Source: an optimization exercise on an open RTL-to-GDS flow (aim: small area, a short achievable clock period and few clock cycles per item). Production flows keep margins and buffers that such runs may drop.
Where RTL was checked, it was by simulation tests only, not by an equivalence proof against the original.
Function not checked in runs 4 and 5: the RTL went through the layout flow alone.
No activity file was given, so power comes from the tool's default toggle rates.

[flow/flow/run.sh]
#!/bin/bash
set -euo pipefail
export BUFFER_PORTS_ARGS="-buffer_cell sky130_fd_sc_hd__buf_1"
sed -e 's/ SETUP_SLACK_MARGIN=[^ ]*//' -e 's/ "\${@:-finish}"/ SETUP_SLACK_MARGIN=5.3 "\${@:-finish}"/' standard.sh > standard_margin.sh
grep -q "SETUP_SLACK_MARGIN=5.3" standard_margin.sh
bash standard_margin.sh > standard.log 2>&1
[flow/standard.sh]
#!/bin/bash
# synth_recipe.tcl (not shown) runs the flow's synth.tcl, then flattens the netlist and writes it again
# the make line also repeats each setting of config.mk as NAME=value (left out here)
make -C /OpenROAD-flow-scripts/flow DESIGN_CONFIG=/design/flow/config.mk WORK_HOME=/design/flow/orfs CLKGATE_MAP_FILE= SYNTH_SCRIPT=/design/flow/synth_recipe.tcl "${@:-finish}"
[flow/config.mk]
export PLATFORM = sky130hd
export DESIGN_NAME = mul_top
export DESIGN_NICKNAME = mul_top
export VERILOG_FILES = /design/flow/design.v
export SDC_FILE = /design/flow/constraint.sdc
export NUM_CORES = 4
export LEC_CHECK = 0
export CAP_MARGIN = 20
export CORE_MARGIN = 2
export CORE_UTILIZATION = 40
export CTS_BUF_LIST = sky130_fd_sc_hd__clkbuf_4 sky130_fd_sc_hd__clkbuf_8
export PLACE_DENSITY = 0.6
export SLEW_MARGIN = 20
[flow/constraint.sdc]
create_clock -name core_clock -period 8.2 [get_ports {clk_i}]
set_input_delay 1.6400 -clock core_clock [delete_from_list [all_inputs] [get_ports {clk_i}]]
set_output_delay 1.6400 -clock core_clock [all_outputs]
set_load 0.01 [all_outputs]
[flow/design.v]
`timescale 1ns/1ps
module mul_top (
    input  logic        clk_i,
    input  logic        rst_i,
    input  logic        req_i,
    input  logic [31:0] op_a_i,
    input  logic [31:0] op_b_i,
    input  logic [2:0]  func3_i,
    output logic        ack_o,
    output logic [31:0] result_o
);
    logic              busy_q;     
    logic              fin_q;      
    logic [2:0]        cnt_q;
    logic              last_q;     
    logic [31:0]       a_q;
    logic              a32_q;      
    logic              ub_q;       
    logic              hi_q;       
    logic [31:0]       lo_q;       
    logic [40:0]       s_q;
    logic [40:0]       c_q;
    logic              cin_q;
    logic [3:0]        bone_q;     
    logic [3:0]        btwo_q;
    logic [3:0]        bneg_q;
    logic [33:0]       a_ext;
    logic [8:0]        win_cap;    
    logic [8:0]        win_nxt;    
    logic [3:0]        cone, ctwo, cneg, none, ntwo, nneg;
    logic [40:0]       s_d;
    logic [40:0]       c_d;
    logic [8:0]        low_sum;
    logic [40:0]       fsum;
    logic              ub_d;
    logic              nxt_extra;
    logic              nxt_last;
    assign a_ext = {a32_q, a32_q, a_q};
    assign ub_d      = op_b_i[31] & ((func3_i == 3'd2) | (func3_i == 3'd3));
    assign nxt_extra = (cnt_q == 3'd3);
    assign nxt_last  = ub_q ? nxt_extra : (cnt_q == 3'd2);
    assign win_cap   = {op_b_i[7:0], 1'b0};
    assign win_nxt   = {lo_q[15:8] & {8{~nxt_extra}}, lo_q[7]};
    always_comb begin
        cone[0] = win_cap[1] ^ win_cap[0];
        ctwo[0] = (win_cap[2] & ~win_cap[1] & ~win_cap[0]) | (~win_cap[2] & win_cap[1] & win_cap[0]);
        cneg[0] = win_cap[2];
        cone[1] = win_cap[3] ^ win_cap[2];
        ctwo[1] = (win_cap[4] & ~win_cap[3] & ~win_cap[2]) | (~win_cap[4] & win_cap[3] & win_cap[2]);
        cneg[1] = win_cap[4];
        cone[2] = win_cap[5] ^ win_cap[4];
        ctwo[2] = (win_cap[6] & ~win_cap[5] & ~win_cap[4]) | (~win_cap[6] & win_cap[5] & win_cap[4]);
        cneg[2] = win_cap[6];
        cone[3] = win_cap[7] ^ win_cap[6];
        ctwo[3] = (win_cap[8] & ~win_cap[7] & ~win_cap[6]) | (~win_cap[8] & win_cap[7] & win_cap[6]);
        cneg[3] = win_cap[8];
        none[0] = win_nxt[1] ^ win_nxt[0];
        ntwo[0] = (win_nxt[2] & ~win_nxt[1] & ~win_nxt[0]) | (~win_nxt[2] & win_nxt[1] & win_nxt[0]);
        nneg[0] = win_nxt[2];
        none[1] = win_nxt[3] ^ win_nxt[2];
        ntwo[1] = (win_nxt[4] & ~win_nxt[3] & ~win_nxt[2]) | (~win_nxt[4] & win_nxt[3] & win_nxt[2]);
        nneg[1] = win_nxt[4];
        none[2] = win_nxt[5] ^ win_nxt[4];
        ntwo[2] = (win_nxt[6] & ~win_nxt[5] & ~win_nxt[4]) | (~win_nxt[6] & win_nxt[5] & win_nxt[4]);
        nneg[2] = win_nxt[6];
        none[3] = win_nxt[7] ^ win_nxt[6];
        ntwo[3] = (win_nxt[8] & ~win_nxt[7] & ~win_nxt[6]) | (~win_nxt[8] & win_nxt[7] & win_nxt[6]);
        nneg[3] = win_nxt[8];
    end
    wire [33:0] pv0 = (({34{bone_q[0]}} & a_ext) | ({34{btwo_q[0]}} & {a_ext[32:0], 1'b0})) ^ {34{bneg_q[0]}};
    wire [33:0] pp0 = {~pv0[33], pv0[32:0]};
    wire [33:0] pv1 = (({34{bone_q[1]}} & a_ext) | ({34{btwo_q[1]}} & {a_ext[32:0], 1'b0})) ^ {34{bneg_q[1]}};
    wire [33:0] pp1 = {~pv1[33], pv1[32:0]};
    wire [33:0] pv2 = (({34{bone_q[2]}} & a_ext) | ({34{btwo_q[2]}} & {a_ext[32:0], 1'b0})) ^ {34{bneg_q[2]}};
    wire [33:0] pp2 = {~pv2[33], pv2[32:0]};
    wire [33:0] pv3 = (({34{bone_q[3]}} & a_ext) | ({34{btwo_q[3]}} & {a_ext[32:0], 1'b0})) ^ {34{bneg_q[3]}};
    wire [33:0] pp3 = {~pv3[33], pv3[32:0]};
    wire hs1 = s_q[14] ^ c_q[14];
    wire hc2 = s_q[14] & c_q[14];
    wire hs3 = s_q[15] ^ c_q[15];
    wire hc4 = s_q[15] & c_q[15];
    wire hs5 = s_q[16] ^ c_q[16];
    wire hc6 = s_q[16] & c_q[16];
    wire hs7 = s_q[17] ^ c_q[17];
    wire hc8 = s_q[17] & c_q[17];
    wire hs9 = s_q[18] ^ c_q[18];
    wire hc10 = s_q[18] & c_q[18];
    wire hs11 = s_q[19] ^ c_q[19];
    wire hc12 = s_q[19] & c_q[19];
    wire hs13 = s_q[20] ^ c_q[20];
    wire hc14 = s_q[20] & c_q[20];
    wire hs15 = s_q[21] ^ c_q[21];
    wire hc16 = s_q[21] & c_q[21];
    wire hs17 = s_q[22] ^ c_q[22];
    wire hc18 = s_q[22] & c_q[22];
    wire hs19 = s_q[23] ^ c_q[23];
    wire hc20 = s_q[23] & c_q[23];
    wire hs21 = s_q[24] ^ c_q[24];
    wire hc22 = s_q[24] & c_q[24];
    wire hs23 = s_q[25] ^ c_q[25];
    wire hc24 = s_q[25] & c_q[25];
    wire hs25 = s_q[26] ^ c_q[26];
    wire hc26 = s_q[26] & c_q[26];
    wire hs27 = s_q[27] ^ c_q[27];
    wire hc28 = s_q[27] & c_q[27];
    wire hs29 = s_q[28] ^ c_q[28];
    wire hc30 = s_q[28] & c_q[28];
    wire hs31 = s_q[29] ^ c_q[29];
    wire hc32 = s_q[29] & c_q[29];
    wire hs33 = s_q[30] ^ c_q[30];
    wire hc34 = s_q[30] & c_q[30];
    wire hs35 = s_q[31] ^ c_q[31];
    wire hc36 = s_q[31] & c_q[31];
    wire hs37 = s_q[32] ^ c_q[32];
    wire hc38 = s_q[32] & c_q[32];
    wire hs39 = s_q[33] ^ c_q[33];
    wire hc40 = s_q[33] & c_q[33];
    wire hs41 = s_q[34] ^ c_q[34];
    wire hc42 = s_q[34] & c_q[34];
    wire hs43 = s_q[35] ^ c_q[35];
    wire hc44 = s_q[35] & c_q[35];
    wire hs45 = s_q[36] ^ c_q[36];
    wire hc46 = s_q[36] & c_q[36];
    wire hs47 = s_q[37] ^ c_q[37];
    wire hc48 = s_q[37] & c_q[37];
    wire hs49 = s_q[38] ^ c_q[38];
    wire hc50 = s_q[38] & c_q[38];
    wire hs51 = s_q[39] ^ c_q[39];
    wire hc52 = s_q[39] & c_q[39];
    wire fs53 = ~(c_q[40] ^ s_q[40]);
    wire fc54 = c_q[40] | s_q[40];
    wire hs55 = s_q[10] ^ c_q[10];
    wire hc56 = s_q[10] & c_q[10];
    wire hs57 = s_q[11] ^ c_q[11];
    wire hc58 = s_q[11] & c_q[11];
    wire fs59, fc60;
    assign {fc60, fs59} = {1'b0, s_q[12]} + {1'b0, c_q[12]} + {1'b0, bneg_q[2]};
    wire hs61 = pp0[4] ^ pp1[2];
    wire hc62 = pp0[4] & pp1[2];
    wire fs63, fc64;
    assign {fc64, fs63} = {1'b0, s_q[13]} + {1'b0, c_q[13]} + {1'b0, pp0[5]};
    wire hs65 = pp1[3] ^ pp2[1];
    wire hc66 = pp1[3] & pp2[1];
    wire fs67, fc68;
    assign {fc68, fs67} = {1'b0, bneg_q[3]} + {1'b0, hs1} + {1'b0, pp0[6]};
    wire fs69, fc70;
    assign {fc70, fs69} = {1'b0, pp1[4]} + {1'b0, pp2[2]} + {1'b0, pp3[0]};
    wire fs71, fc72;
    assign {fc72, fs71} = {1'b0, hc2} + {1'b0, hs3} + {1'b0, pp0[7]};
    wire fs73, fc74;
    assign {fc74, fs73} = {1'b0, pp1[5]} + {1'b0, pp2[3]} + {1'b0, pp3[1]};
    wire fs75, fc76;
    assign {fc76, fs75} = {1'b0, hc4} + {1'b0, hs5} + {1'b0, pp0[8]};
    wire fs77, fc78;
    assign {fc78, fs77} = {1'b0, pp1[6]} + {1'b0, pp2[4]} + {1'b0, pp3[2]};
    wire fs79, fc80;
    assign {fc80, fs79} = {1'b0, hc6} + {1'b0, hs7} + {1'b0, pp0[9]};
    wire fs81, fc82;
    assign {fc82, fs81} = {1'b0, pp1[7]} + {1'b0, pp2[5]} + {1'b0, pp3[3]};
    wire fs83, fc84;
    assign {fc84, fs83} = {1'b0, hc8} + {1'b0, hs9} + {1'b0, pp0[10]};
    wire fs85, fc86;
    assign {fc86, fs85} = {1'b0, pp1[8]} + {1'b0, pp2[6]} + {1'b0, pp3[4]};
    wire fs87, fc88;
    assign {fc88, fs87} = {1'b0, hc10} + {1'b0, hs11} + {1'b0, pp0[11]};
    wire fs89, fc90;
    assign {fc90, fs89} = {1'b0, pp1[9]} + {1'b0, pp2[7]} + {1'b0, pp3[5]};
    wire fs91, fc92;
    assign {fc92, fs91} = {1'b0, hc12} + {1'b0, hs13} + {1'b0, pp0[12]};
    wire fs93, fc94;
    assign {fc94, fs93} = {1'b0, pp1[10]} + {1'b0, pp2[8]} + {1'b0, pp3[6]};
    wire fs95, fc96;
    assign {fc96, fs95} = {1'b0, hc14} + {1'b0, hs15} + {1'b0, pp0[13]};
    wire fs97, fc98;
    assign {fc98, fs97} = {1'b0, pp1[11]} + {1'b0, pp2[9]} + {1'b0, pp3[7]};
    wire fs99, fc100;
    assign {fc100, fs99} = {1'b0, hc16} + {1'b0, hs17} + {1'b0, pp0[14]};
    wire fs101, fc102;
    assign {fc102, fs101} = {1'b0, pp1[12]} + {1'b0, pp2[10]} + {1'b0, pp3[8]};
    wire fs103, fc104;
    assign {fc104, fs103} = {1'b0, hc18} + {1'b0, hs19} + {1'b0, pp0[15]};
    wire fs105, fc106;
    assign {fc106, fs105} = {1'b0, pp1[13]} + {1'b0, pp2[11]} + {1'b0, pp3[9]};
    wire fs107, fc108;
    assign {fc108, fs107} = {1'b0, hc20} + {1'b0, hs21} + {1'b0, pp0[16]};
    wire fs109, fc110;
    assign {fc110, fs109} = {1'b0, pp1[14]} + {1'b0, pp2[12]} + {1'b0, pp3[10]};
    wire fs111, fc112;
    assign {fc112, fs111} = {1'b0, hc22} + {1'b0, hs23} + {1'b0, pp0[17]};
    wire fs113, fc114;
    assign {fc114, fs113} = {1'b0, pp1[15]} + {1'b0, pp2[13]} + {1'b0, pp3[11]};
    wire fs115, fc116;
    assign {fc116, fs115} = {1'b0, hc24} + {1'b0, hs25} + {1'b0, pp0[18]};
    wire fs117, fc118;
    assign {fc118, fs117} = {1'b0, pp1[16]} + {1'b0, pp2[14]} + {1'b0, pp3[12]};
    wire fs119, fc120;
    assign {fc120, fs119} = {1'b0, hc26} + {1'b0, hs27} + {1'b0, pp0[19]};
    wire fs121, fc122;
    assign {fc122, fs121} = {1'b0, pp1[17]} + {1'b0, pp2[15]} + {1'b0, pp3[13]};
    wire fs123, fc124;
    assign {fc124, fs123} = {1'b0, hc28} + {1'b0, hs29} + {1'b0, pp0[20]};
    wire fs125, fc126;
    assign {fc126, fs125} = {1'b0, pp1[18]} + {1'b0, pp2[16]} + {1'b0, pp3[14]};
    wire fs127, fc128;
    assign {fc128, fs127} = {1'b0, hc30} + {1'b0, hs31} + {1'b0, pp0[21]};
    wire fs129, fc130;
    assign {fc130, fs129} = {1'b0, pp1[19]} + {1'b0, pp2[17]} + {1'b0, pp3[15]};
    wire fs131, fc132;
    assign {fc132, fs131} = {1'b0, hc32} + {1'b0, hs33} + {1'b0, pp0[22]};
    wire fs133, fc134;
    assign {fc134, fs133} = {1'b0, pp1[20]} + {1'b0, pp2[18]} + {1'b0, pp3[16]};
    wire fs135, fc136;
    assign {fc136, fs135} = {1'b0, hc34} + {1'b0, hs35} + {1'b0, pp0[23]};
    wire fs137, fc138;
    assign {fc138, fs137} = {1'b0, pp1[21]} + {1'b0, pp2[19]} + {1'b0, pp3[17]};
    wire fs139, fc140;
    assign {fc140, fs139} = {1'b0, hc36} + {1'b0, hs37} + {1'b0, pp0[24]};
    wire fs141, fc142;
    assign {fc142, fs141} = {1'b0, pp1[22]} + {1'b0, pp2[20]} + {1'b0, pp3[18]};
    wire fs143, fc144;
    assign {fc144, fs143} = {1'b0, hc38} + {1'b0, hs39} + {1'b0, pp0[25]};
    wire fs145, fc146;
    assign {fc146, fs145} = {1'b0, pp1[23]} + {1'b0, pp2[21]} + {1'b0, pp3[19]};
    wire fs147, fc148;
    assign {fc148, fs147} = {1'b0, hc40} + {1'b0, hs41} + {1'b0, pp0[26]};
    wire fs149, fc150;
    assign {fc150, fs149} = {1'b0, pp1[24]} + {1'b0, pp2[22]} + {1'b0, pp3[20]};
    wire fs151, fc152;
    assign {fc152, fs151} = {1'b0, hc42} + {1'b0, hs43} + {1'b0, pp0[27]};
    wire fs153, fc154;
    assign {fc154, fs153} = {1'b0, pp1[25]} + {1'b0, pp2[23]} + {1'b0, pp3[21]};
    wire fs155, fc156;
    assign {fc156, fs155} = {1'b0, hc44} + {1'b0, hs45} + {1'b0, pp0[28]};
    wire fs157, fc158;
    assign {fc158, fs157} = {1'b0, pp1[26]} + {1'b0, pp2[24]} + {1'b0, pp3[22]};
    wire fs159, fc160;
    assign {fc160, fs159} = {1'b0, hc46} + {1'b0, hs47} + {1'b0, pp0[29]};
    wire fs161, fc162;
    assign {fc162, fs161} = {1'b0, pp1[27]} + {1'b0, pp2[25]} + {1'b0, pp3[23]};
    wire fs163, fc164;
    assign {fc164, fs163} = {1'b0, hc48} + {1'b0, hs49} + {1'b0, pp0[30]};
    wire fs165, fc166;
    assign {fc166, fs165} = {1'b0, pp1[28]} + {1'b0, pp2[26]} + {1'b0, pp3[24]};
    wire fs167, fc168;
    assign {fc168, fs167} = {1'b0, hc50} + {1'b0, hs51} + {1'b0, pp0[31]};
    wire fs169, fc170;
    assign {fc170, fs169} = {1'b0, pp1[29]} + {1'b0, pp2[27]} + {1'b0, pp3[25]};
    wire fs171, fc172;
    assign {fc172, fs171} = {1'b0, hc52} + {1'b0, pp0[32]} + {1'b0, pp1[30]};
    wire fs173, fc174;
    assign {fc174, fs173} = {1'b0, pp2[28]} + {1'b0, pp3[26]} + {1'b0, fs53};
    wire fs175, fc176;
    assign {fc176, fs175} = {1'b0, pp0[33]} + {1'b0, pp1[31]} + {1'b0, pp2[29]};
    wire hs177 = pp3[27] ^ fc54;
    wire hc178 = pp3[27] & fc54;
    wire fs179 = ~(pp2[30] ^ pp1[32]);
    wire fc180 = pp2[30] | pp1[32];
    wire hs181 = s_q[8] ^ c_q[8];
    wire hc182 = s_q[8] & c_q[8];
    wire hs183 = s_q[9] ^ c_q[9];
    wire hc184 = s_q[9] & c_q[9];
    wire fs185, fc186;
    assign {fc186, fs185} = {1'b0, bneg_q[1]} + {1'b0, hs55} + {1'b0, pp0[2]};
    wire fs187, fc188;
    assign {fc188, fs187} = {1'b0, hc56} + {1'b0, hs57} + {1'b0, pp0[3]};
    wire fs189, fc190;
    assign {fc190, fs189} = {1'b0, hc58} + {1'b0, pp2[0]} + {1'b0, fs59};
    wire fs191, fc192;
    assign {fc192, fs191} = {1'b0, fc60} + {1'b0, hc62} + {1'b0, hs65};
    wire fs193, fc194;
    assign {fc194, fs193} = {1'b0, hc66} + {1'b0, fc64} + {1'b0, fs67};
    wire fs195, fc196;
    assign {fc196, fs195} = {1'b0, fc68} + {1'b0, fc70} + {1'b0, fs71};
    wire fs197, fc198;
    assign {fc198, fs197} = {1'b0, fc72} + {1'b0, fc74} + {1'b0, fs75};
    wire fs199, fc200;
    assign {fc200, fs199} = {1'b0, fc76} + {1'b0, fc78} + {1'b0, fs79};
    wire fs201, fc202;
    assign {fc202, fs201} = {1'b0, fc80} + {1'b0, fc82} + {1'b0, fs83};
    wire fs203, fc204;
    assign {fc204, fs203} = {1'b0, fc84} + {1'b0, fc86} + {1'b0, fs87};
    wire fs205, fc206;
    assign {fc206, fs205} = {1'b0, fc88} + {1'b0, fc90} + {1'b0, fs91};
    wire fs207, fc208;
    assign {fc208, fs207} = {1'b0, fc92} + {1'b0, fc94} + {1'b0, fs95};
    wire fs209, fc210;
    assign {fc210, fs209} = {1'b0, fc96} + {1'b0, fc98} + {1'b0, fs99};
    wire fs211, fc212;
    assign {fc212, fs211} = {1'b0, fc100} + {1'b0, fc102} + {1'b0, fs103};
    wire fs213, fc214;
    assign {fc214, fs213} = {1'b0, fc104} + {1'b0, fc106} + {1'b0, fs107};
    wire fs215, fc216;
    assign {fc216, fs215} = {1'b0, fc108} + {1'b0, fc110} + {1'b0, fs111};
    wire fs217, fc218;
    assign {fc218, fs217} = {1'b0, fc112} + {1'b0, fc114} + {1'b0, fs115};
    wire fs219, fc220;
    assign {fc220, fs219} = {1'b0, fc116} + {1'b0, fc118} + {1'b0, fs119};
    wire fs221, fc222;
    assign {fc222, fs221} = {1'b0, fc120} + {1'b0, fc122} + {1'b0, fs123};
    wire fs223, fc224;
    assign {fc224, fs223} = {1'b0, fc124} + {1'b0, fc126} + {1'b0, fs127};
    wire fs225, fc226;
    assign {fc226, fs225} = {1'b0, fc128} + {1'b0, fc130} + {1'b0, fs131};
    wire fs227, fc228;
    assign {fc228, fs227} = {1'b0, fc132} + {1'b0, fc134} + {1'b0, fs135};
    wire fs229, fc230;
    assign {fc230, fs229} = {1'b0, fc136} + {1'b0, fc138} + {1'b0, fs139};
    wire fs231, fc232;
    assign {fc232, fs231} = {1'b0, fc140} + {1'b0, fc142} + {1'b0, fs143};
    wire fs233, fc234;
    assign {fc234, fs233} = {1'b0, fc144} + {1'b0, fc146} + {1'b0, fs147};
    wire fs235, fc236;
    assign {fc236, fs235} = {1'b0, fc148} + {1'b0, fc150} + {1'b0, fs151};
    wire fs237, fc238;
    assign {fc238, fs237} = {1'b0, fc152} + {1'b0, fc154} + {1'b0, fs155};
    wire fs239, fc240;
    assign {fc240, fs239} = {1'b0, fc156} + {1'b0, fc158} + {1'b0, fs159};
    wire fs241, fc242;
    assign {fc242, fs241} = {1'b0, fc160} + {1'b0, fc162} + {1'b0, fs163};
    wire fs243, fc244;
    assign {fc244, fs243} = {1'b0, fc164} + {1'b0, fc166} + {1'b0, fs167};
    wire fs245, fc246;
    assign {fc246, fs245} = {1'b0, fc168} + {1'b0, fc170} + {1'b0, fs171};
    wire fs247, fc248;
    assign {fc248, fs247} = {1'b0, fc172} + {1'b0, fs175} + {1'b0, hs177};
    wire fs249, fc250;
    assign {fc250, fs249} = {1'b0, pp3[28]} + {1'b0, fc176} + {1'b0, hc178};
    wire fs251, fc252;
    assign {fc252, fs251} = {1'b0, pp1[33]} + {1'b0, pp2[31]} + {1'b0, pp3[29]};
    wire hs253 = ~pp2[32];
    wire hc254 = pp2[32];
    wire hs255 = bneg_q[0] ^ hs181;
    wire hc256 = bneg_q[0] & hs181;
    wire fs257, fc258;
    assign {fc258, fs257} = {1'b0, hc182} + {1'b0, hs183} + {1'b0, pp0[1]};
    wire fs259, fc260;
    assign {fc260, fs259} = {1'b0, hc184} + {1'b0, pp1[0]} + {1'b0, fs185};
    wire fs261, fc262;
    assign {fc262, fs261} = {1'b0, pp1[1]} + {1'b0, fc186} + {1'b0, fs187};
    wire fs263, fc264;
    assign {fc264, fs263} = {1'b0, hs61} + {1'b0, fc188} + {1'b0, fs189};
    wire fs265, fc266;
    assign {fc266, fs265} = {1'b0, fs63} + {1'b0, fc190} + {1'b0, fs191};
    wire fs267, fc268;
    assign {fc268, fs267} = {1'b0, fs69} + {1'b0, fc192} + {1'b0, fs193};
    wire fs269, fc270;
    assign {fc270, fs269} = {1'b0, fs73} + {1'b0, fc194} + {1'b0, fs195};
    wire fs271, fc272;
    assign {fc272, fs271} = {1'b0, fs77} + {1'b0, fc196} + {1'b0, fs197};
    wire fs273, fc274;
    assign {fc274, fs273} = {1'b0, fs81} + {1'b0, fc198} + {1'b0, fs199};
    wire fs275, fc276;
    assign {fc276, fs275} = {1'b0, fs85} + {1'b0, fc200} + {1'b0, fs201};
    wire fs277, fc278;
    assign {fc278, fs277} = {1'b0, fs89} + {1'b0, fc202} + {1'b0, fs203};
    wire fs279, fc280;
    assign {fc280, fs279} = {1'b0, fs93} + {1'b0, fc204} + {1'b0, fs205};
    wire fs281, fc282;
    assign {fc282, fs281} = {1'b0, fs97} + {1'b0, fc206} + {1'b0, fs207};
    wire fs283, fc284;
    assign {fc284, fs283} = {1'b0, fs101} + {1'b0, fc208} + {1'b0, fs209};
    wire fs285, fc286;
    assign {fc286, fs285} = {1'b0, fs105} + {1'b0, fc210} + {1'b0, fs211};
    wire fs287, fc288;
    assign {fc288, fs287} = {1'b0, fs109} + {1'b0, fc212} + {1'b0, fs213};
    wire fs289, fc290;
    assign {fc290, fs289} = {1'b0, fs113} + {1'b0, fc214} + {1'b0, fs215};
    wire fs291, fc292;
    assign {fc292, fs291} = {1'b0, fs117} + {1'b0, fc216} + {1'b0, fs217};
    wire fs293, fc294;
    assign {fc294, fs293} = {1'b0, fs121} + {1'b0, fc218} + {1'b0, fs219};
    wire fs295, fc296;
    assign {fc296, fs295} = {1'b0, fs125} + {1'b0, fc220} + {1'b0, fs221};
    wire fs297, fc298;
    assign {fc298, fs297} = {1'b0, fs129} + {1'b0, fc222} + {1'b0, fs223};
    wire fs299, fc300;
    assign {fc300, fs299} = {1'b0, fs133} + {1'b0, fc224} + {1'b0, fs225};
    wire fs301, fc302;
    assign {fc302, fs301} = {1'b0, fs137} + {1'b0, fc226} + {1'b0, fs227};
    wire fs303, fc304;
    assign {fc304, fs303} = {1'b0, fs141} + {1'b0, fc228} + {1'b0, fs229};
    wire fs305, fc306;
    assign {fc306, fs305} = {1'b0, fs145} + {1'b0, fc230} + {1'b0, fs231};
    wire fs307, fc308;
    assign {fc308, fs307} = {1'b0, fs149} + {1'b0, fc232} + {1'b0, fs233};
    wire fs309, fc310;
    assign {fc310, fs309} = {1'b0, fs153} + {1'b0, fc234} + {1'b0, fs235};
    wire fs311, fc312;
    assign {fc312, fs311} = {1'b0, fs157} + {1'b0, fc236} + {1'b0, fs237};
    wire fs313, fc314;
    assign {fc314, fs313} = {1'b0, fs161} + {1'b0, fc238} + {1'b0, fs239};
    wire fs315, fc316;
    assign {fc316, fs315} = {1'b0, fs165} + {1'b0, fc240} + {1'b0, fs241};
    wire fs317, fc318;
    assign {fc318, fs317} = {1'b0, fs169} + {1'b0, fc242} + {1'b0, fs243};
    wire fs319, fc320;
    assign {fc320, fs319} = {1'b0, fs173} + {1'b0, fc244} + {1'b0, fs245};
    wire fs321, fc322;
    assign {fc322, fs321} = {1'b0, fc174} + {1'b0, fc246} + {1'b0, fs247};
    wire fs323, fc324;
    assign {fc324, fs323} = {1'b0, fs179} + {1'b0, fc248} + {1'b0, fs249};
    wire fs325, fc326;
    assign {fc326, fs325} = {1'b0, fs251} + {1'b0, fc180} + {1'b0, fc250};
    wire fs327, fc328;
    assign {fc328, fs327} = {1'b0, pp3[30]} + {1'b0, hs253} + {1'b0, fc252};
    wire fs329, fc330;
    assign {fc330, fs329} = {1'b0, pp2[33]} + {1'b0, pp3[31]} + {1'b0, hc254};
    wire hs331 = ~pp3[32];
    wire hc332 = pp3[32];
    assign s_d = {1'b0, hc332, fc330, fc328, fc326, fc324, fc322, fc320, fc318, fc316, fc314, fc312, fc310, fc308, fc306, fc304, fc302, fc300, fc298, fc296, fc294, fc292, fc290, fc288, fc286, fc284, fc282, fc280, fc278, fc276, fc274, fc272, fc270, fc268, fc266, fc264, fc262, fc260, fc258, hc256, hs255};
    assign c_d = {1'b0, pp3[33], hs331, fs329, fs327, fs325, fs323, fs321, fs319, fs317, fs315, fs313, fs311, fs309, fs307, fs305, fs303, fs301, fs299, fs297, fs295, fs293, fs291, fs289, fs287, fs285, fs283, fs281, fs279, fs277, fs275, fs273, fs271, fs269, fs267, fs265, fs263, fs261, fs259, fs257, pp0[0]};
    wire [9:0] low_x = {1'b0, s_q[7:0], 1'b1} + {1'b0, c_q[7:0], cin_q};
    assign low_sum = low_x[9:1];
    wire [41:0] fsum_x = {s_q, 1'b1} + {c_q, cin_q};
    assign fsum = fsum_x[41:1];
    always_ff @(posedge clk_i) begin
        if (rst_i) begin
            busy_q <= 1'b0;
            fin_q  <= 1'b0;
            ack_o  <= 1'b0;
        end else begin
            if (!busy_q && !fin_q && !ack_o && req_i) begin
                busy_q <= 1'b1;
            end
            if (busy_q && last_q) begin
                busy_q <= 1'b0;
                fin_q  <= 1'b1;
            end
            if (fin_q) begin
                fin_q <= 1'b0;
                ack_o <= 1'b1;
            end
            if (ack_o && !req_i) begin
                ack_o <= 1'b0;
            end
        end
    end
    always_ff @(posedge clk_i) begin
        a_q   <= op_a_i;
        a32_q <= op_a_i[31] & (func3_i != 3'd3);
        ub_q  <= ub_d;
        hi_q  <= (func3_i == 3'd1) | (func3_i == 3'd2) | (func3_i == 3'd3);
    end
    always_ff @(posedge clk_i) begin
        if (!busy_q && !fin_q && !ack_o) begin
            cnt_q   <= '0;
            last_q  <= 1'b0;
            s_q     <= 41'h10000000000;
            c_q     <= '0;
            cin_q   <= 1'b0;
            bone_q  <= cone;
            btwo_q  <= ctwo;
            bneg_q  <= cneg;
        end else begin
            cnt_q   <= cnt_q + 1'b1;
            last_q  <= nxt_last;
            s_q     <= s_d;
            c_q     <= c_d;
            cin_q   <= low_sum[8];
            bone_q  <= none;
            btwo_q  <= ntwo;
            bneg_q  <= nneg;
        end
    end
    always_ff @(posedge clk_i) begin
        if (!busy_q && !fin_q && !ack_o) begin
            lo_q <= op_b_i;
        end else if (busy_q || (fin_q && !hi_q)) begin
            lo_q <= {low_sum[7:0], lo_q[31:8]};
        end else if (fin_q) begin
            lo_q <= ub_q ? fsum[31:0] : fsum[39:8];
        end
    end
    assign result_o = lo_q;
endmodule
==> impl_metrics.ini, run 1 <==
[status]
status = no timing/DRC/antenna violations

[routing]
avgRoutedWirePerCell_um = 20.6
dr.pass1.iters = 6
routed_wl_um = 38500
vias_per_cell = 5.54
postRouteAntennaNets = 0
drt_iter0_drc = 879
drc_errors = 0
vias = 10385

[critical_path]
crit_path_end_kind = flop
criticalPathCategory = reg2reg
crit_arrival_ns = 3.32
startpoint_type = flop
critPathMaxFanout = 3
required_ns = 8.52

[yosys]
synth_seq_cells = 168
syn_inst = 1380
synthesis.nets = 1627
ys_async_sr_fraction = 0
netlist_area_um2 = 13100
ys_seq_area_frac = 0.282
yosysUniqueCellTypes = 64
synth_warnings = 1
synth_flop_cell = dfxtp_1
synth-edff-count = 32
syn_area_per_cell_um2 = 9.46

[floorplanning]
core_um2 = 32400
initial_utilization = 0.403
row_count = 66
die_h_um = 185
io_pins = 103
die_area_um2 = 34100
die_x_um = 185

[clock_network]
cts_tree = built
cts-htree-levels = 4
clk_pin_slew_ns = 0.11
cts_inserted_buffers = 17
cts_sinks = 168
insertion_delay_ns = 0.49
clockBufferDepth = 2
cts-root-buf = clkbuf_8

[pwr]
vdd_drop_max_v = 0.000128
p_leak_nw = 5.78
p_total_mw = 4.90
power.density_nw_per_um2 = 334

[cells_and_area]
final_cell_mix = 134 x a22oi_1, 127 x fa_1, 124 x dfxtp_1
diodes = 0
num-fill-cells = 3190
final_common_cell = a22oi_1
layout-drive-gt1-share = 0.109
final_util = 0.453
stdcell_area_um2 = 14700
final_nets = 1666
area_delta_synth_final_pct = 12.3

[sta]
post-route-period-util = 0.366
worstMarginPinSlew_ns = 0.783
finalSetupViolCount = 0
rsz0062_at_grt = true
fin_skew_ns = 0.0198
fin_setup_tns_ns = 0
finalHoldViolations = 0
slew_headroom = 0.477
clock.fmax_mhz = 333
period_minus_slack_ns = 3.00
fin_ws_ns = 5.20
slew_viol_final = 0

[placement]
place.gp.congestion = 0.854
port_buffers = 102
post-place-ws_ns = 4.91
dpl_cell_area_um2 = 13600
dpl.hpwl_um = 27700

[grt]
grt-ovfl-total = 0
grt_pass1_vias = 10346
grt_start_max_net_pins = 62
antenna_found_initial = 0
grtUsageTotal = 0.230
grt_pass1_wl_um = 60000

[job]
drv_cap = 0

[hold_path]
hold_path.class = reg2reg
final timing paths:
| path | startpoint | end | slack, ns | depth (start not counted) |
|---|---|---|---|---|
| hold reg to reg | cnt_q[0] | cnt_q[0] | 0.47 | 1 |
| setup reg to reg | cin_q | lo_q[25] | 5.20 | 11 |
| setup / recovery | cin_q | lo_q[25] | 5.20 | 11 |
| hold / removal | cnt_q[0] | cnt_q[0] | 0.47 | 1 |
stage by stage:
| step | hold WS, ns | cells |
|---|---|---|
| after detailed placement | 0.446 | 1823 |
| after floorplan | 0.417 | 1380 |
| final | 0.466 | 1874 |
| after global placement | 0.431 | 1823 |
| after CTS | 0.469 | 1862 |
| after global routing | 0.494 | 1874 |
cell type report:
| class | count | area [um^2] | share of cell area |
|---|---|---|---|
| flip-flops and latches | 168 | 3700 | 0.253 |
| repair buffers | 137 | 691 | 0.0471 |
| inverters | 97 | 364 | 0.0248 |
| well taps | 442 | 553 | 0.0377 |
| clock buffers | 17 | 234 | 0.0160 |
| clock inverters | 15 | 179 | 0.0122 |
| multi-input cells | 998 | 8930 | 0.610 |
repair_timing:
item	4_1_cts	5_1_grt
resized for setup	53	57
gates cloned	0	0
buffers inserted	7	12
setup endpoints to repair	50	46
pin swaps	19	25
hold buffers	0	0
worst max-delay path, cell delays in order, from the launching register on:
cell and delay, ns:
dfxtp_2 0.35, inv_2 0.04, fa_2 0.38, and2b_4 0.27, o2111ai_4 0.15, a2111oi_4 0.45
o31a_1 0.23, o31a_4 0.18, a21o_4 0.14, nand4_1 0.13, mux2_4 0.35, a211oi_2 0.18
cells by family after synthesis:
logic type      after synthesis  share of synthesized area
buf+inv                     214                     0.0644
mux                          16                     0.0127
simple gates                259                     0.0875
compound gates              368                      0.190
flops                       168                      0.282
xor+xnor                    178                      0.119
fa+ha+maj                   177                      0.243
synth_stat cells, drive strengths merged, types with 32 or more instances:
library cell / count / share of area
a21oi: 71 / 0.028
a22oi: 134 / 0.077
clkbuf: 106 / 0.033
dfxtp: 136 / 0.21
edfxtp: 32 / 0.074
fa: 128 / 0.20
ha: 49 / 0.047
inv: 97 / 0.028
nand2: 72 / 0.021
nor2: 115 / 0.033
o21ai: 65 / 0.025
xnor2: 64 / 0.043
xor2: 114 / 0.076
layer usage:
layer / GRT usage / share of wire / up-vias / routed length (um)
li1: - / - / 4771 / -
met1: 0.346 / 0.47 / 5104 / 18200
met2: 0.333 / 0.42 / 471 / 16300
met3: 0.0526 / 0.089 / 39 / 3410
met4: 0.0540 / 0.017 / 0 / 645
met5: 0 / 0 / - / 0
report_power, final:
part / internal, mW / leakage (nW) / total, mW / switching (mW)
registers: 1.04 / 1.48 / 1.16 / 0.125
clock network: 0.258 / 0.206 / 0.635 / 0.377
logic: 1.29 / 4.10 / 3.10 / 1.81
registers in the layout, indices dropped and copies added, names as in the netlist:
register  flops
bone_q        4
cnt_q         3
ack_o         1
a_q          32
btwo_q        4
cin_q         1
busy_q        1
fin_q         1
bneg_q        4
c_q          40
lo_q         32
hi_q          1
ub_q          1
s_q          41
last_q        1
a32_q         1
Testbench counts, summed over its fixed seeds: cycles 34,455, items 4,800.
==> inputs of run 2 (changes only) <==
--- a/flow/config.mk
+++ b/flow/config.mk
@@ -7,7 +7,7 @@
 export LEC_CHECK = 0
 export CAP_MARGIN = 20
 export CORE_MARGIN = 2
-export CORE_UTILIZATION = 40
+export CORE_UTILIZATION = 45
 export CTS_BUF_LIST = sky130_fd_sc_hd__clkbuf_4 sky130_fd_sc_hd__clkbuf_8
-export PLACE_DENSITY = 0.6
+export PLACE_DENSITY = 0.65
 export SLEW_MARGIN = 20
==> run 2 against run 1 <==
Effect of this change: still clean on timing, DRC and antenna; via count barely moved; synthesized cell count did not move; count of clock-buffer cells in the layout did not move; sequential share of layout area rose by 0.51 points; critical path depth did not move; power fell by 1.3%; global-route usage rose by 1.3 points; clock power barely moved; cell count fell by 3.5%; worst setup slack improved by 0.075 ns; clock skew rose by 0.0046 ns; largest power group unchanged.
==> impl_metrics.ini, run 2 <==
[yosys]
netlist.area_leader.share = 0.209
netlist_area_um2 = 13100
syn_inst = 1380
synth_largest_area_cell = dfxtp_1
syn_area_per_cell_um2 = 9.46
synth_common_cells = 136 x dfxtp_1, 134 x a22oi_1, 128 x fa_1
synth-edff-count = 32
yosysUniqueCellTypes = 64
synth_flop_cell = dfxtp_1
ys_async_sr_fraction = 0
ys_seq_area_frac = 0.282
synthesis.nets = 1627
ys_top_cells_by_area = dfxtp_1 21%, fa_1 20%, a22oi_1 7.7%
synth_seq_cells = 168
yosysMostFrequentCell = dfxtp_1
synth_warnings = 1

[cells_and_area]
layout-drive-gt1-share = 0.0898
final_nets = 1659
largest_registers = s_q x41, c_q x40
diodes = 0
largest_register = s_q
final_cell_mix = 134 x a22oi_1, 127 x fa_1, 124 x dfxtp_1
largest_register_ffs = 41
area_delta_synth_final_pct = 10.1
layout.cells.non_filler = 1809
final_common_cell = a22oi_1

[routing]
dr.pass1.iters = 5
vias = 10393
drc_errors = 0
postRouteAntennaNets = 0
avgRoutedWirePerCell_um = 20.2
routed_wl_um = 36500
drt_iter0_drc = 1041
vias_per_cell = 5.75

[floorplanning]
core_um2 = 28600
die_x_um = 174
row_count = 62
io_pins = 103
die_area_um2 = 30400
die_h_um = 174
initial_utilization = 0.456

[sta]
fin_setup_tns_ns = 0
period_minus_slack_ns = 2.93
slew_viol_final = 0
post-route-period-util = 0.357
fin_skew_ns = 0.0244
slew_headroom = 0.516
rsz0062_at_grt = true
clock.fmax_mhz = 342
finalHoldViolations = 0
worstMarginPinSlew_ns = 0.726
finalSetupViolCount = 0

[grt]
grtUsageTotal = 0.243
grt-ovfl-total = 0
grt_pass1_vias = 10276
grt_pass1_wl_um = 57700
antenna_found_initial = 0
grt_start_max_net_pins = 55

[status]
status = no timing/DRC/antenna violations

[critical_path]
required_ns = 8.55
criticalPathCategory = reg2reg
startpoint_type = flop
crit_arrival_ns = 3.27
critPathMaxFanout = 3
crit_path_end_kind = flop

[placement]
place.gp.congestion = 0.912
place_inst = 1765
dpl.hpwl_um = 26300
port_buffers = 102

[pwr]
vdd_drop_max_v = 0.000149
p_leak_nw = 5.71
power.density_nw_per_um2 = 337

[job]
drv_cap = 0

[clock_network]
cts_sinks = 168
cts-htree-levels = 4
hold_buffers = 0
cts_tree = built
cts_inserted_buffers = 17
clk_pin_slew_ns = 0.12
insertion_delay_ns = 0.49
clockBufferDepth = 2
cts-root-buf = clkbuf_8

[hold_path]
hold_path.class = reg2reg
## run 2: cell counts after synthesis
Identical to the previous run, type by type.
## run 2: final timing paths
kind | from | to | slack [ns] | cells after the start
max | cin_q | lo_q[25] | 5.27 | 11
min | cnt_q[0] | cnt_q[0] | 0.46 | 1
max reg2reg | cin_q | lo_q[25] | 5.27 | 11
min reg2reg | cnt_q[0] | cnt_q[0] | 0.46 | 1
## run 2: report_power, final
group	switching (mW)	leakage [nW]	internal, mW	total (mW)
combinational	1.77	4.02	1.26	3.03
clock	0.378	0.210	0.259	0.637
sequential	0.133	1.48	1.04	1.17
## run 2: per-stage QoR
step	utilization	power (mW)	instance area, um^2	setup slack [ns]	hold WS (ns)
3_5_place_dp	0.474	4.12	13600	5.15	0.438
5_1_grt	0.502	5.31	14400	5.14	0.494
2_1_floorplan	-	3.32	13100	5.40	0.417
3_3_place_gp	0.474	4.07	13600	5.21	0.427
4_1_cts	0.493	4.79	14100	5.24	0.465
6_report	0.502	4.84	14400	5.27	0.457
## run 2: cells by family after synthesis
logic type | synth area share
xor+xnor | 0.119
mux | 0.0127
simple gates | 0.0875
compound gates | 0.190
flops | 0.282
buf+inv | 0.0644
fa+ha+maj | 0.243
## run 2: worst max-delay path, cell delays in order, from the launching register on
cell	delay (ns)
dfxtp_2	0.36
inv_2	0.05
fa_2	0.39
and2b_4	0.27
o2111ai_4	0.13
a2111oi_4	0.41
o31a_1	0.23
o31a_4	0.16
a21o_4	0.14
nand4_1	0.14
mux2_4	0.34
a211oi_2	0.16
## run 2: final cells by class
type                       instances  area (um^2)
fill                            2692        14200
sequential                       168         3700
clock inverter                    15          175
tap                              384          480
timing repair buffer             130          634
clock buffer                      17          234
multi-input combinational        998         8780
inverter                          97          367
## run 2: what timing repair did
item | CTS | global route
buffers inserted | 5 | 7
endpoints found under the setup margin | 47 | 58
pin swaps | 8 | 19
resized for setup | 25 | 54
## run 2: per-layer routing
layer | GRT usage | share of wire | vias up
met3 | 0.0562 | 0.080 | 66
met1 | 0.357 | 0.47 | 5086
met2 | 0.348 | 0.42 | 485
met5 | 0 | 0 | -
met4 | 0.0840 | 0.027 | 0
li1 | - | - | 4756
==> inputs of run 3 (changes only) <==
--- a/flow/config.mk
+++ b/flow/config.mk
@@ -9,5 +9,5 @@
 export CORE_MARGIN = 2
 export CORE_UTILIZATION = 45
 export CTS_BUF_LIST = sky130_fd_sc_hd__clkbuf_4 sky130_fd_sc_hd__clkbuf_8
-export PLACE_DENSITY = 0.65
+export PLACE_DENSITY = 0.6
 export SLEW_MARGIN = 20
==> run 3 against run 2 <==
Effect of this change: cell area up 0.30%; global-route usage down 0.12 points; sequential power about the same; synthesized cell count unchanged; maximum frequency up 0.79%; critical path type unchanged; critical path depth unchanged; critical endpoint unchanged; wire length up 1.1%; largest cell class unchanged; sequential share of layout area about the same; synthesized area unchanged; non-clock buffer count down 8.
==> impl_metrics.ini, run 3 <==
[critical_path]
reg2regPathDepth = 11
crit_start = s_q[0]
cpLargestDelayFamily = compound AO/OA/AOI/OAI gates
worst-path-buf-inv = 1
timing.rr.start = s_q[0]
critPathMaxStageDelay_ns = 0.40
r2r_setup_slack_ns = 5.30
crit_path_end_kind = flop
reg2reg_to = lo_q[25]
critPathMaxFanout = 3
crit_arrival_ns = 3.23
startpoint_type = flop
criticalPathCategory = reg2reg
required_ns = 8.52
crit_slowest_cell = a2111oi_4
crit_chain = inv_2 > fa_2 > and2b_4 > o2111ai_4 > a2111oi_4 > o31a_1 > o31a_4 > a21o_4 > nand4_1 > mux2_4 > a211oi_2

[sta]
finalHoldViolations = 0
clock.fmax_mhz = 344
fin_skew_ns = 0.0162
worstMarginPinSlew_ns = 1.10
rsz0062_at_grt = true
slew_headroom = 0.267
slew_viol_final = 0
post-route-period-util = 0.354
fin_setup_tns_ns = 0
finalSetupViolCount = 0
period_minus_slack_ns = 2.90

[status]
status = no timing/DRC/antenna violations

[hold_path]
holdPathEnd = cnt_q[0]
holdCritStartpoint = cnt_q[0]
hold_path.class = reg2reg
holdPathStages = 1

[yosys]
ys_seq_area_frac = 0.282
yosys-mux-area-fraction = 0.0127
synth-simple-area-share = 0.0875
syn_inst = 1380
yosysUniqueCellTypes = 64
synthesis.nets = 1627
synthXorXnorAreaFrac = 0.119
synth_seq_cells = 168
synth_largest_area_cell = dfxtp_1
synth_common_cells = 136 x dfxtp_1, 134 x a22oi_1, 128 x fa_1
ys_top_cells_by_area = dfxtp_1 21%, fa_1 20%, a22oi_1 7.7%
synth-edff-count = 32
synth_warnings = 1
syn_area_per_cell_um2 = 9.46
ys_async_sr_fraction = 0
synth_flop_cell = dfxtp_1
synth_top_family_by_area = adder cells
yosysMostFrequentCell = dfxtp_1
netlist.area_leader.share = 0.209
synthAdderAreaFrac = 0.243
netlist_area_um2 = 13100
synth_compound_area_frac = 0.190

[cells_and_area]
layout-drive-gt1-share = 0.0833
num-fill-cells = 2722
layout.cells.non_filler = 1801
diodes = 0
largest_register = s_q
final_common_cell = a22oi_1
final_cell_mix = 133 x a22oi_1, 127 x fa_1, 125 x dfxtp_1
largest_registers = s_q x41, c_q x40
area_delta_synth_final_pct = 10.5
largest_register_ffs = 41
final_nets = 1651

[clock_network]
cts-root-buf = clkbuf_8
cts_tree = built
insertion_delay_ns = 0.47
cts_inserted_buffers = 17
clockBufferDepth = 2
clk_pin_slew_ns = 0.10
hold_buffers = 0
cts_sinks = 168
cts-htree-levels = 4

[floorplanning]
die_x_um = 174
core_um2 = 28600
initial_utilization = 0.456
row_count = 62
die_h_um = 174
io_pins = 103
die_area_um2 = 30400

[routing]
dr.pass1.iters = 6
drc_errors = 0
vias_per_cell = 5.70
drt_iter0_drc = 1158
avgRoutedWirePerCell_um = 20.5
postRouteAntennaNets = 0
routed_wl_um = 36900
vias = 10260

[placement]
place.gp.congestion = 0.891
dpl.hpwl_um = 26500
place_inst = 1763
port_buffers = 102

[job]
drv_cap = 0

[pwr]
p_leak_nw = 5.70
p_total_mw = 4.94
vdd_drop_max_v = 0.000134
power.density_nw_per_um2 = 343

[grt]
grt_start_max_net_pins = 103
grtUsageTotal = 0.241
grt-ovfl-total = 0
grt_pass1_wl_um = 57100
grt_pass1_vias = 9844
antenna_found_initial = 0
==> run 3: changes by cell type in the layout (fill, tap and decap cells not counted), moves of 3 or more <==
cell       change
dfxtp_2        -4
bufinv_16      +3
dfxtp_4        +3
ha_2           -3
buf_12         +3
ha_1           +3
buf_4         -10
==> run 3: layer usage <==
metal	up-vias	share of wire	track usage
met2	472	0.43	0.358
li1	4743	-	-
met5	-	0	0
met3	39	0.078	0.0429
met1	5006	0.47	0.363
met4	0	0.017	0.0606
==> run 3: cell type report <==
class                           count  area (um^2)  share of cell area
Tap cell                          384          480              0.0333
Inverter                           97          365              0.0253
Clock buffer                       17          234              0.0162
Clock inverter                     15          213              0.0148
Sequential cell                   168         3710               0.257
Multi-Input combinational cell    998         8800               0.610
Timing Repair Buffer              122          617              0.0428
==> run 3: worst max path at each step <==
stage / endpoint / slack, ns / depth (start not counted)
6_report: lo_q[25] / 5.30 / 11
5_1_grt: lo_q[25] / 5.19 / 11
4_1_cts: lo_q[29] / 5.24 / 10
3_5_place_dp: c_q[7] / 5.11 / 7
3_3_place_gp: c_q[7] / 5.07 / 7
2_1_floorplan: c_q[21] / 5.40 / 7
==> run 3: cell families (layout without fill, tap and decap cells) <==
group / after synthesis / count (layout)
compound gates: 368 / 368
simple gates: 259 / 259
buf+inv: 214 / 251
xor+xnor: 178 / 178
fa+ha+maj: 177 / 177
flops: 168 / 168
mux: 16 / 16
==> run 3: what timing repair did <==
item,CTS,global route
pin swaps,8,12
buffers inserted,2,4
setup endpoints to repair,58,48
resized for setup,27,54
==> run 3: per-stage QoR <==
step | util | instance area [um^2] | setup WS (ns) | hold WS [ns]
floorplan | - | 13100 | 5.40 | 0.417
global placement | 0.474 | 13600 | 5.07 | 0.428
detailed placement | 0.474 | 13600 | 5.11 | 0.444
CTS | 0.493 | 14100 | 5.24 | 0.461
global route | 0.504 | 14400 | 5.19 | 0.478
finish | 0.504 | 14400 | 5.30 | 0.454
==> run 3: worst reg2reg max path, stage by stage (launching register included) <==
cell	delay [ns]
dfxtp_2	0.35
inv_2	0.05
fa_2	0.38
and2b_4	0.27
o2111ai_4	0.12
a2111oi_4	0.40
o31a_1	0.21
o31a_4	0.16
a21o_4	0.14
nand4_1	0.13
mux2_4	0.33
a211oi_2	0.21
==> run 3: where the power goes <==
part,internal (mW),switching (mW),total (mW)
Combinational,1.28,1.78,3.05
Clock,0.340,0.355,0.695
Sequential,1.04,0.151,1.19
Total,2.66,2.28,4.94
==> inputs of run 4 (changes only) <==
--- a/flow/design.v
+++ b/flow/design.v
@@ -40,7 +40,14 @@
     assign nxt_extra = (cnt_q == 3'd3);
     assign nxt_last  = ub_q ? nxt_extra : (cnt_q == 3'd2);
     assign win_cap   = {op_b_i[7:0], 1'b0};
-    assign win_nxt   = {lo_q[15:8] & {8{~nxt_extra}}, lo_q[7]};
+    always_comb begin
+        case (cnt_q)
+            3'd0: win_nxt = {op_b_i[15:8], op_b_i[7]};
+            3'd1: win_nxt = {op_b_i[23:16], op_b_i[15]};
+            3'd2: win_nxt = {op_b_i[31:24], op_b_i[23]};
+            default: win_nxt = {8'd0, op_b_i[31]};
+        endcase
+    end
     always_comb begin
         cone[0] = win_cap[1] ^ win_cap[0];
         ctwo[0] = (win_cap[2] & ~win_cap[1] & ~win_cap[0]) | (~win_cap[2] & win_cap[1] & win_cap[0]);
==> run 4 against run 3 <==
Effect of this change: via count up 5.0%; cell count up 2.8%; maximum frequency about the same; power down 1.7%; flip-flop and latch count unchanged; critical path type unchanged.
==> impl_metrics.ini, run 4 <==
[critical_path]
crit_path_end_kind = flop
reg2regPathDepth = 12
required_ns = 8.41
crit_slowest_cell = a221o_2
critPathMaxStageDelay_ns = 0.42
crit_chain = inv_2 > fa_2 > inv_2 > a21o_4 > a221oi_4 > a211oi_4 > a21oi_2 > o31ai_2 > a221o_2 > a31oi_1 > xor2_1 > a221oi_2
crit_top_cell = inv_2
critPathMaxFanout = 4
criticalPathCategory = reg2reg
reg2reg_to = lo_q[27]
startpoint_type = flop
r2r_setup_slack_ns = 5.30
timing.rr.start = s_q[0]
crit_arrival_ns = 3.12

[routing]
drc_errors = 0
drt_iter0_drc = 962
routed_wl_um = 38400
vias_per_cell = 5.82
dr.pass1.iters = 6
postRouteAntennaNets = 0
vias = 10774
avgRoutedWirePerCell_um = 20.7

[hold_path]
hold_path.class = reg2reg
holdPathStages = 1
holdPathEnd = cnt_q[0]
holdCritStartpoint = cnt_q[0]

[floorplanning]
io_pins = 103
die_h_um = 176
die_area_um2 = 30900
die_x_um = 176
initial_utilization = 0.460
core_um2 = 28900
row_count = 62

[yosys]
ys_top_cells_by_area = dfxtp_1 21%, fa_1 19%, a22oi_1 7.6%
synth-edff-count = 32
yosysMostFrequentCell = dfxtp_1
netlist_area_um2 = 13300
synth_common_cells = 136 x dfxtp_1, 135 x a22oi_1, 130 x nor2_1
synth_largest_area_cell = dfxtp_1
ys_seq_area_frac = 0.277
netlist.area_leader.share = 0.205
syn_area_per_cell_um2 = 9.35
ys_async_sr_fraction = 0
synth_warnings = 1
synth_seq_cells = 168
yosysUniqueCellTypes = 68
synth_flop_cell = dfxtp_1
synthesis.nets = 1669
syn_inst = 1420

[cells_and_area]
num-fill-cells = 2743
largest_register_ffs = 41
final_cell_mix = 134 x a22oi_1, 129 x nor2_1, 127 x fa_1
largest_registers = s_q x41, c_q x40
seq_area_um2 = 3710
multi_input_comb_area_um2 = 9000
final_util = 0.511
layout-drive-gt1-share = 0.106
layout.cells.non_filler = 1852
final_common_cell = a22oi_1
diodes = 0
largest_register = s_q
final_nets = 1704
area_delta_synth_final_pct = 11.1

[placement]
post-place-ws_ns = 4.87
dpl.hpwl_um = 27400
port_buffers = 102
place_inst = 1801
place.gp.congestion = 0.912

[clock_network]
clk_pin_slew_ns = 0.12
cts-root-buf = clkbuf_8
insertion_delay_ns = 0.48
clockBufferDepth = 2
cts_inserted_buffers = 17
cts-htree-levels = 4
cts_sinks = 168
cts_tree = built

[sta]
clock.fmax_mhz = 344
finalSetupViolCount = 0
worstMarginPinSlew_ns = 0.824
fin_ws_ns = 5.30
slew_viol_final = 0
fin_setup_tns_ns = 0
rsz0062_at_grt = true
post-route-period-util = 0.354
slew_headroom = 0.449
finalHoldViolations = 0
fin_skew_ns = 0.0255
period_minus_slack_ns = 2.90

[grt]
grtUsageTotal = 0.251
grt_pass1_vias = 10578
grt-ovfl-total = 0
antenna_found_initial = 0
grt_start_max_net_pins = 85
grt_pass1_wl_um = 60900

[pwr]
power.density_nw_per_um2 = 329
p_total_mw = 4.86
vdd_drop_max_v = 0.000144
p_leak_nw = 5.67

[job]
drv_cap = 0

[status]
status = no timing/DRC/antenna violations
-- run 4: power breakdown --
| part | leakage (nW) | switching (mW) | internal, mW | total (mW) |
|---|---|---|---|---|
| sequential | 1.48 | 0.124 | 1.04 | 1.16 |
| combinational | 3.99 | 1.77 | 1.28 | 3.05 |
| clock | 0.209 | 0.382 | 0.261 | 0.643 |
| total | 5.67 | 2.28 | 2.58 | 4.86 |
-- run 4: final cells by class --
type	count	area share
clock buffers	17	0.0159
clock inverters	15	0.0125
inverters	96	0.0250
multi-input cells	1034	0.610
flip-flops and latches	168	0.252
well taps	384	0.0326
repair buffers	138	0.0523
-- run 4: logic make-up (layout without fill, tap and decap cells) --
| kind of cell | after synthesis | in the layout | synth area share |
|---|---|---|---|
| adder cells (fa/ha/maj) | 179 | 179 | 0.241 |
| AND/OR/NAND/NOR | 288 | 288 | 0.0948 |
| flip-flops | 168 | 168 | 0.277 |
| buffers and inverters | 218 | 266 | 0.0683 |
| multiplexers | 10 | 10 | 0.00763 |
| XOR/XNOR | 180 | 180 | 0.119 |
| AO/OA/AOI/OAI | 377 | 377 | 0.192 |
-- run 4: worst max-delay path by stage --
stage	from	to	slack, ns
finish	s_q[0]	lo_q[27]	5.30
global route	s_q[5]	lo_q[31]	5.19
CTS	s_q[7]	lo_q[22]	5.30
detailed placement	s_q[9]	lo_q[22]	4.87
global placement	bneg_q[0]	c_q[7]	5.00
floorplan	bneg_q[1]	c_q[33]	5.32
-- run 4: metrics by stage --
stage               area, um^2  hold slack (ns)
global route             14700            0.513
detailed placement       13700            0.462
finish                   14700            0.481
CTS                      14400            0.491
floorplan                13300            0.433
global placement         13700            0.448
-- run 4: critical path: cells and delay by family, from the launching register on --
family	cells	cell delay, ns
compound gates	8	1.72
xor+xnor	1	0.25
fa+ha+maj	1	0.21
buf+inv	2	0.10
flops	1	0.35
-- run 4: timing repair --
item	in CTS	in global routing
pin swaps	15	33
endpoints found under the setup margin	69	52
buffers inserted	11	6
resized for setup	41	59
hold buffers	0	0
gates cloned	0	2
-- run 4: routing by layer --
metal | global-route usage | vias up | wire length, um
met3 | 0.0355 | 47 | 2900
met4 | 0.0610 | 0 | 668
met1 | 0.381 | 5311 | 18100
met2 | 0.375 | 508 | 16800
met5 | 0 | - | 0
li1 | - | 4908 | -
==> inputs of run 5 (changes only) <==
--- a/flow/design.v
+++ b/flow/design.v
@@ -24,6 +24,9 @@
     logic [3:0]        bone_q;     
     logic [3:0]        btwo_q;
     logic [3:0]        bneg_q;
+    logic [3:0]        bone_nq;    
+    logic [3:0]        btwo_nq;    
+    logic [3:0]        bneg_nq;    
     logic [33:0]       a_ext;
     logic [8:0]        win_cap;    
     logic [8:0]        win_nxt;    
@@ -40,14 +43,7 @@
     assign nxt_extra = (cnt_q == 3'd3);
     assign nxt_last  = ub_q ? nxt_extra : (cnt_q == 3'd2);
     assign win_cap   = {op_b_i[7:0], 1'b0};
-    always_comb begin
-        case (cnt_q)
-            3'd0: win_nxt = {op_b_i[15:8], op_b_i[7]};
-            3'd1: win_nxt = {op_b_i[23:16], op_b_i[15]};
-            3'd2: win_nxt = {op_b_i[31:24], op_b_i[23]};
-            default: win_nxt = {8'd0, op_b_i[31]};
-        endcase
-    end
+    assign win_nxt   = {lo_q[15:8] & {8{~nxt_extra}}, lo_q[7]};
     always_comb begin
         cone[0] = win_cap[1] ^ win_cap[0];
         ctwo[0] = (win_cap[2] & ~win_cap[1] & ~win_cap[0]) | (~win_cap[2] & win_cap[1] & win_cap[0]);
@@ -74,13 +70,21 @@
         ntwo[3] = (win_nxt[8] & ~win_nxt[7] & ~win_nxt[6]) | (~win_nxt[8] & win_nxt[7] & win_nxt[6]);
         nneg[3] = win_nxt[8];
     end
-    wire [33:0] pv0 = (({34{bone_q[0]}} & a_ext) | ({34{btwo_q[0]}} & {a_ext[32:0], 1'b0})) ^ {34{bneg_q[0]}};
+    wire [16:0] pvl0 = (({17{bone_q[0]}} & a_ext[16:0]) | ({17{btwo_q[0]}} & {a_ext[15:0], 1'b0})) ^ {17{bneg_q[0]}};
+    wire [16:0] pvh0 = (({17{~bone_nq[0]}} & a_ext[33:17]) | ({17{~btwo_nq[0]}} & a_ext[32:16])) ^ {17{~bneg_nq[0]}};
+    wire [33:0] pv0 = {pvh0, pvl0};
     wire [33:0] pp0 = {~pv0[33], pv0[32:0]};
-    wire [33:0] pv1 = (({34{bone_q[1]}} & a_ext) | ({34{btwo_q[1]}} & {a_ext[32:0], 1'b0})) ^ {34{bneg_q[1]}};
+    wire [16:0] pvl1 = (({17{bone_q[1]}} & a_ext[16:0]) | ({17{btwo_q[1]}} & {a_ext[15:0], 1'b0})) ^ {17{bneg_q[1]}};
+    wire [16:0] pvh1 = (({17{~bone_nq[1]}} & a_ext[33:17]) | ({17{~btwo_nq[1]}} & a_ext[32:16])) ^ {17{~bneg_nq[1]}};
+    wire [33:0] pv1 = {pvh1, pvl1};
     wire [33:0] pp1 = {~pv1[33], pv1[32:0]};
-    wire [33:0] pv2 = (({34{bone_q[2]}} & a_ext) | ({34{btwo_q[2]}} & {a_ext[32:0], 1'b0})) ^ {34{bneg_q[2]}};
+    wire [16:0] pvl2 = (({17{bone_q[2]}} & a_ext[16:0]) | ({17{btwo_q[2]}} & {a_ext[15:0], 1'b0})) ^ {17{bneg_q[2]}};
+    wire [16:0] pvh2 = (({17{~bone_nq[2]}} & a_ext[33:17]) | ({17{~btwo_nq[2]}} & a_ext[32:16])) ^ {17{~bneg_nq[2]}};
+    wire [33:0] pv2 = {pvh2, pvl2};
     wire [33:0] pp2 = {~pv2[33], pv2[32:0]};
-    wire [33:0] pv3 = (({34{bone_q[3]}} & a_ext) | ({34{btwo_q[3]}} & {a_ext[32:0], 1'b0})) ^ {34{bneg_q[3]}};
+    wire [16:0] pvl3 = (({17{bone_q[3]}} & a_ext[16:0]) | ({17{btwo_q[3]}} & {a_ext[15:0], 1'b0})) ^ {17{bneg_q[3]}};
+    wire [16:0] pvh3 = (({17{~bone_nq[3]}} & a_ext[33:17]) | ({17{~btwo_nq[3]}} & a_ext[32:16])) ^ {17{~bneg_nq[3]}};
+    wire [33:0] pv3 = {pvh3, pvl3};
     wire [33:0] pp3 = {~pv3[33], pv3[32:0]};
     wire hs1 = s_q[14] ^ c_q[14];
     wire hc2 = s_q[14] & c_q[14];
@@ -458,6 +462,9 @@
             bone_q  <= cone;
             btwo_q  <= ctwo;
             bneg_q  <= cneg;
+            bone_nq <= ~cone;
+            btwo_nq <= ~ctwo;
+            bneg_nq <= ~cneg;
         end else begin
             cnt_q   <= cnt_q + 1'b1;
             last_q  <= nxt_last;
@@ -467,6 +474,9 @@
             bone_q  <= none;
             btwo_q  <= ntwo;
             bneg_q  <= nneg;
+            bone_nq <= ~none;
+            btwo_nq <= ~ntwo;
+            bneg_nq <= ~nneg;
         end
     end
     always_ff @(posedge clk_i) begin
==> flow/flow/run.sh (replaced) <==
#!/bin/bash
# The standard layout (the standard.sh: same make targets and settings),
# except that the port buffers are the plain buf_1 instead of the buffer
# that buffer_ports picks by default.
set -euo pipefail
export BUFFER_PORTS_ARGS="-buffer_cell sky130_fd_sc_hd__buf_1"
bash standard.sh > standard.log 2>&1
--- a/flow/config.mk
+++ b/flow/config.mk
@@ -10,4 +10,5 @@
 export CORE_UTILIZATION = 45
 export CTS_BUF_LIST = sky130_fd_sc_hd__clkbuf_4 sky130_fd_sc_hd__clkbuf_8
 export PLACE_DENSITY = 0.6
+export SETUP_SLACK_MARGIN = 5
 export SLEW_MARGIN = 20
==> run 5 against run 4 <==
Effect of this change: core utilization shrank 2.3 points; count of clock-buffer cells in the layout grew 4; critical path depth shrank 5; clock power shrank 5.9%; sequential power grew 13%; largest power group unchanged; first-iteration DRC count shrank 23%; flip-flop and latch count grew 12; wire length shrank 5.2%; maximum frequency shrank 6.6%.
==> impl_metrics.ini, run 5 <==
[clock_network]
clockBufferDepth = 2
cts_inserted_buffers = 17
cts_tree = built
insertion_delay_ns = 0.50
cts_sinks = 180
clk_pin_slew_ns = 0.11
hold_buffers = 0
cts-root-buf = clkbuf_8
cts-htree-levels = 4

[yosys]
netlist.area_leader.share = 0.222
synth_flop_cell = dfxtp_1
synth_seq_cells = 180
syn_area_per_cell_um2 = 9.43
netlist_area_um2 = 13400
ys_top_cells_by_area = dfxtp_1 22%, fa_1 19%, xor2_1 7.5%
ys_seq_area_frac = 0.294
synth_common_cells = 148 x dfxtp_1, 128 x fa_1, 124 x inv_1
synth_largest_area_cell = dfxtp_1
ys_async_sr_fraction = 0
synthesis.nets = 1663
synth-edff-count = 32
yosysMostFrequentCell = dfxtp_1
synth_warnings = 1
yosysUniqueCellTypes = 72
syn_inst = 1416

[sta]
clock.fmax_mhz = 322
worstMarginPinSlew_ns = 0.866
post-route-period-util = 0.379
slew_headroom = 0.422
fin_setup_tns_ns = 0
finalSetupViolCount = 0
finalHoldViolations = 0
slew_viol_final = 0
rsz0062_at_grt = true
fin_skew_ns = 0.0220
period_minus_slack_ns = 3.11

[routing]
avgRoutedWirePerCell_um = 19.7
drt_iter0_drc = 737
vias = 10438
routed_wl_um = 36400
vias_per_cell = 5.64
dr.pass1.iters = 5
drc_errors = 0
postRouteAntennaNets = 0

[floorplanning]
core_um2 = 29400
die_x_um = 176
row_count = 63
die_h_um = 176
initial_utilization = 0.454
die_area_um2 = 31100
io_pins = 103

[critical_path]
criticalPathCategory = reg2reg
reg2reg_to = c_q[30]
crit_top_cell = fa_1
crit_chain = o22ai_1 > xnor2_1 > fa_1 > inv_1 > fa_1 > fa_1 > nor2_1
timing.rr.start = btwo_nq[0]
crit_slowest_cell = dfxtp_1
critPathMaxFanout = 17
crit_path_end_kind = flop
critPathMaxStageDelay_ns = 0.89
required_ns = 8.57
crit_start = btwo_nq[0]
startpoint_type = flop
reg2regPathDepth = 7
crit_arrival_ns = 3.48
r2r_setup_slack_ns = 5.09

[cells_and_area]
largest_register_ffs = 41
final_common_cell = dfxtp_1
layout.cells.non_filler = 1852
largest_registers = s_q x41, c_q x40
diodes = 0
layout-drive-gt1-share = 0.0465
area_delta_synth_final_pct = 7.39
largest_register = s_q
final_cell_mix = 142 x dfxtp_1, 128 x fa_1, 124 x inv_1
stdcell_area_um2 = 14300
final_nets = 1696

[job]
drv_cap = 0

[placement]
dpl_cell_area_um2 = 13900
place_inst = 1818
port_buffers = 102
place.gp.congestion = 0.884
dpl.hpwl_um = 27900

[hold_path]
hold_path.class = reg2reg
holdPathStages = 1
holdPathEnd = cnt_q[0]
holdCritStartpoint = cnt_q[0]

[pwr]
power.density_nw_per_um2 = 331
p_leak_nw = 5.83
vdd_drop_max_v = 0.000148
p_total_mw = 4.76

[grt]
grt_start_max_net_pins = 66
grtUsageTotal = 0.240
antenna_found_initial = 1
grt-ovfl-total = 0
grt_pass1_vias = 10574
grt_pass1_wl_um = 58000

[status]
status = no timing/DRC/antenna violations
[run 5: changes by cell type after synthesis, moves of 11 or more]
cell,previous run,this run
a21o_1,12,23
a21oi_1,84,62
a22oi_1,135,72
clkbuf_2,23,8
dfxtp_1,136,148
inv_1,92,124
nand2_1,87,73
nand3_1,6,17
o22ai_1,6,71
xnor2_1,93,62
xor2_1,87,115
[run 5: power breakdown]
group | internal, mW | leakage (nW) | total, mW | switching (mW)
Sequential | 1.10 | 1.57 | 1.31 | 0.206
Combinational | 1.21 | 4.07 | 2.84 | 1.63
Clock | 0.259 | 0.182 | 0.605 | 0.346
Total | 2.57 | 5.83 | 4.76 | 2.19
[run 5: worst max path at each step]
| stage | end | depth (start not counted) |
|---|---|---|
| 2_1_floorplan | c_q[12] | 8 |
| 3_3_place_gp | c_q[29] | 6 |
| 3_5_place_dp | c_q[32] | 6 |
| 4_1_cts | c_q[32] | 6 |
| 5_1_grt | lo_q[29] | 11 |
| 6_report | c_q[30] | 7 |
[run 5: kinds of logic (layout without fill, tap and decap cells)]
group,after synthesis,count (layout),share of synthesized area
AO/OA/AOI/OAI,372,372,0.188
AND/OR/NAND/NOR,273,273,0.0922
buffers and inverters,226,272,0.0644
flip-flops,180,180,0.294
adder cells (fa/ha/maj),177,177,0.238
XOR/XNOR,177,177,0.116
multiplexers,11,11,0.00834
[run 5: timing repair]
| item | in CTS | in global routing |
|---|---|---|
| pin swaps | 0 | 4 |
| setup buffers | 0 | 2 |
| endpoints found under the setup margin | 1 | 26 |
| gates resized for setup | 1 | 7 |
[run 5: layout make-up]
class	instances	area [um^2]
repair buffers	112	458
clock inverters	11	104
multi-input cells	1010	8610
fillers	2815	15100
clock buffers	21	270
flip-flops and latches	180	3930
well taps	390	488
inverters	128	485
[run 5: through the flow]
step                      utilization  hold slack, ns  worst slack (ns)
after floorplan                     -           0.417              5.17
after global placement          0.473           0.426              5.04
after detailed placement        0.473           0.435              5.02
after CTS                       0.486           0.458              5.02
after global routing            0.488           0.487              4.89
final                           0.488           0.451              5.09
[run 5: per-layer routing]
metal,vias to the layer above,GRT usage,share of wire
met4,0,0.0840,0.024
met5,-,0,0
met1,5225,0.319,0.44
li1,4886,-,-
met3,52,0.0265,0.042
met2,275,0.407,0.49
[run 5: critical path: cells and delay by family, from the launching register on]
| family | cells | cell delay [ns] |
|---|---|---|
| xor+xnor | 1 | 0.20 |
| fa+ha+maj | 3 | 1.56 |
| compound gates | 1 | 0.22 |
| flops | 1 | 0.89 |
| buf+inv | 1 | 0.06 |
| simple gates | 1 | 0.05 |

static timing again, ports no longer ideal:
Ports are ideal in the flow. The routed layouts listed here were re-timed in OpenROAD.
Step 1 assumes that a clkbuf_16 drives the clock port and a buf_2 every other input.
Step 2 adds t to the input delays and takes it off the output delays; t is the mean of the earliest and latest rising clock arrival at the registers after step 1. Input paths then give back, and output paths get back, about the clock's delay inside the block.
Three values: ideal, step 1, step 2; two values: the first two.
run	shift t [ns]	setup WS [ns]	worst slew at a driven data input, ns	pins driven straight from the clock port
run 1	0.524	5.200 / 5.200 / 5.200	0.05	1
run 2	0.530	5.274 / 5.274 / 5.274	0.05	1
run 3	0.511	5.297 / 5.297 / 5.297	0.05	1
run 4	0.512	5.296 / 5.296 / 5.065	0.04	1
run 5	0.532	5.091 / 5.091 / 5.091	0.04	1
After both steps every run listed still meets setup and hold. The setup slack of run 4, which loses most, moves by 0.000 ns with the drivers and by -0.231 ns with both steps.
